This design comes from an exercise in tuning for a short achievable clock period and few clock cycles per item on the open sky130 flow, not from production work.
Function was checked by simulation only, so behaviour that the tests miss may differ from the original.
No activity file was given, so power comes from the tool's default toggle rates.

== run 1 ==
## lc4_cpu
module lc4_cpu (
   input  logic        gwe,
   input  logic        i_rst_n,
   output logic [15:0] o_imem_addr,
   input  logic [15:0] i_imem_insn,
   output logic [15:0] o_dmem_addr,
   input  logic [15:0] i_dmem_rdata,
   output logic        o_dmem_we,
   output logic [15:0] o_dmem_wdata,
   output logic [15:0] o_wb_pc,
   output logic [15:0] o_wb_insn,
   output logic [1:0]  o_wb_bubble,
   output logic        o_wb_rf_we,
   output logic [2:0]  o_wb_rd,
   output logic [15:0] o_wb_rf_data,
   output logic        o_wb_nzp_we,
   output logic [2:0]  o_wb_nzp
);
Size: about 2000 cells after synthesis, roughly 420 flip-flops, about 140 I/O pins.
Settings: LEC_CHECK=0, ABC_CLOCK_PERIOD_IN_PS=2000, CAP_MARGIN=20, CORE_MARGIN=2, CORE_UTILIZATION=40, SETUP_SLACK_MARGIN=3.0, SLEW_MARGIN=20, SYNTH_HIERARCHICAL=1; clock period 5.0 ns.
run.sh (not shown) runs the stock make flow with config.mk's settings and CLKGATE_MAP_FILE= SYNTH_SCRIPT=/design/flow/synth_recipe.tcl, a recipe that flattens the netlist after the stock synthesis.
Testbench counts of run 1, summed over its fixed seeds: cycles 54,150, instructions 51,200.
diff inputs: run 1 => run 2
-- flow/config.mk --
<<< run 1, line 6
export NUM_CORES = 4
export LEC_CHECK = 0
export ABC_CLOCK_PERIOD_IN_PS = 2000
export CAP_MARGIN = 20
export CORE_MARGIN = 2
>>> run 2, line 6
export NUM_CORES = 4
export LEC_CHECK = 0
export ABC_AREA = 1
export CAP_MARGIN = 20
export CORE_MARGIN = 2
Results
- Number of cells on the worst reg-to-reg path for run 2: 7 up relative to run 1
- Post-CTS setup-driven buffer insertion count (higher): run 1
- [compare] base=run 1 new=run 2: number of DRC markers after the initial detailed-route iteration rose by 418; shortest period the worst path allows fell by 0.22 ns; global-route wire length before repair rose by about 25%.

* * *

lc4_cpu, a different RTL version from the one above (not shown whole).
Size: roughly 140 I/O pins.
make LEC_CHECK=0 ABC_AREA=1 CAP_MARGIN=20 CORE_MARGIN=2 CORE_UTILIZATION=40 PLACE_DENSITY=0.5 SETUP_SLACK_MARGIN=3.0 SLEW_MARGIN=20 SYNTH_HIERARCHICAL=1 finish   # period 5.0 ns
Testbench counts at the start, summed over its fixed seeds: cycles 52,398, instructions 51,200.
==> next run, changes <==
PLACE_DENSITY = unset   (was 0.5)
Outcome: Total power stays flat. Final area falls by 0.75%. Die area is unchanged. Sequential power rises by about 0.6%. Routed wire length falls by 1.4%. Synthesized cell count does not change.
==> next run, changes <==
CORE_UTILIZATION = 30   (was 40)
Outcome:
- die area rose by 33%
- setup slack degrades by 140 ps
- routed wire length climbs by 4.2%
- combinational power rose by 2.9%
- power is about the same
- hold slack barely changes
- synthesized cell count is unchanged
- utilization falls by 11 points
- area after synthesis is unchanged
- first-iteration DRC count climbs by 12%
==> next run, changes <==
CORE_UTILIZATION = 40   (was 30)
TNS_END_PERCENT = 20   (was unset)
After rerunning: Hold slack barely changes. Setup slack is better by 120 ps. Total power went down by about 1.6%. Design area went down by about 5.4%. Area after synthesis is unchanged. First-iteration DRC count went down by 6.2%. Maximum frequency went up by 5.2%. Final cell count went down by 6.4%. Non-clock buffer count went down by 66. Wire length went down by about 6%.

* * *

## the previous run
Another version of the RTL of lc4_cpu (not shown whole).
For scale: about 4800 cells after synthesis, about 140 I/O pins, ~31000 um^2 of cells after synthesis.
export LEC_CHECK = 0
export ABC_AREA = 1
export CAP_MARGIN = 20
export CORE_MARGIN = 2
export CORE_UTILIZATION = 40
export SETUP_SLACK_MARGIN = 3.0
export SLEW_MARGIN = 20
export SYNTH_HIERARCHICAL = 1
create_clock -name core_clock -period 5.0 [get_ports {gwe}]
Testbench counts of the previous run, summed over its fixed seeds: cycles 52,398, instructions 51,200.
The following lists how the current run was set up differently from the previous run:
Settings: a change of CORE_UTILIZATION from 40 to 50; an added PLACE_DENSITY of 0.75.
## What came out
Site row count, the current run and the previous run: lower on the current run
Between the current run and the previous run, the difference in storage element area is negligible.
For the previous run, the endpoint of the worst setup timing path was i_lc4_processor.pc_r[15]$_DFF_PN0_, unlike the current run, where it was i_lc4_processor.pc_r[13]$_DFF_PN0_.
Post-place instance area of the current run falls short of that of the previous run slightly.
Run comparison: the current run cell at the slowest stage of the critical path dfxtp_4; the previous run cell at the slowest stage of the critical path dfxtp_2

[separate check: timing with driven ports]
In the flow no input, the clock included, has a driving cell. The finished layouts below were timed again as built, in two steps.
Step 1: set_driving_cell puts a clkbuf_16 on gwe and a buf_2 on each other input, an assumption about the parent block.
Step 2 adds t to the input delays and takes it off the output delays; t is the mean of the earliest and latest rising clock arrival at the registers after step 1. Input paths then give back, and output paths get back, about the clock's delay inside the block.
Three values: ideal, step 1, step 2; two values: the first two.
| run | t (ns) | slack for setup (ns) | latest minus earliest clock arrival (ns) | cell pins on the clock port's net |
|---|---|---|---|---|
| run 1 | 0.653 | 2.424 / 2.324 / 1.671 | 0.031 / 0.031 | 1 |
| run 2 | 0.660 | 2.647 / 2.551 / 1.891 | 0.026 / 0.026 | 1 |
| the first run of note 2 | 0.704 | 2.774 / 2.704 / 2.102 | 0.059 / 0.059 | 1 |
| the second run of note 2 | 0.717 | 2.776 / 2.707 / 2.143 | 0.050 / 0.050 | 1 |
| the third run of note 2 | 0.714 | 2.639 / 2.639 / 2.072 | 0.031 / 0.031 | 1 |
| the fourth run of note 2 | 0.690 | 2.757 / 2.735 / 2.111 | 0.020 / 0.020 | 1 |
| the previous run | 0.700 | 2.617 / 2.617 / 2.106 | 0.032 / 0.031 | 1 |
| the current run | 0.684 | 2.474 / 2.474 / 2.036 | 0.048 / 0.047 | 1 |
After both steps every run listed still meets setup and hold. The setup slack of run 2, which loses most, moves by -0.096 ns with the drivers and by -0.756 ns with both steps.
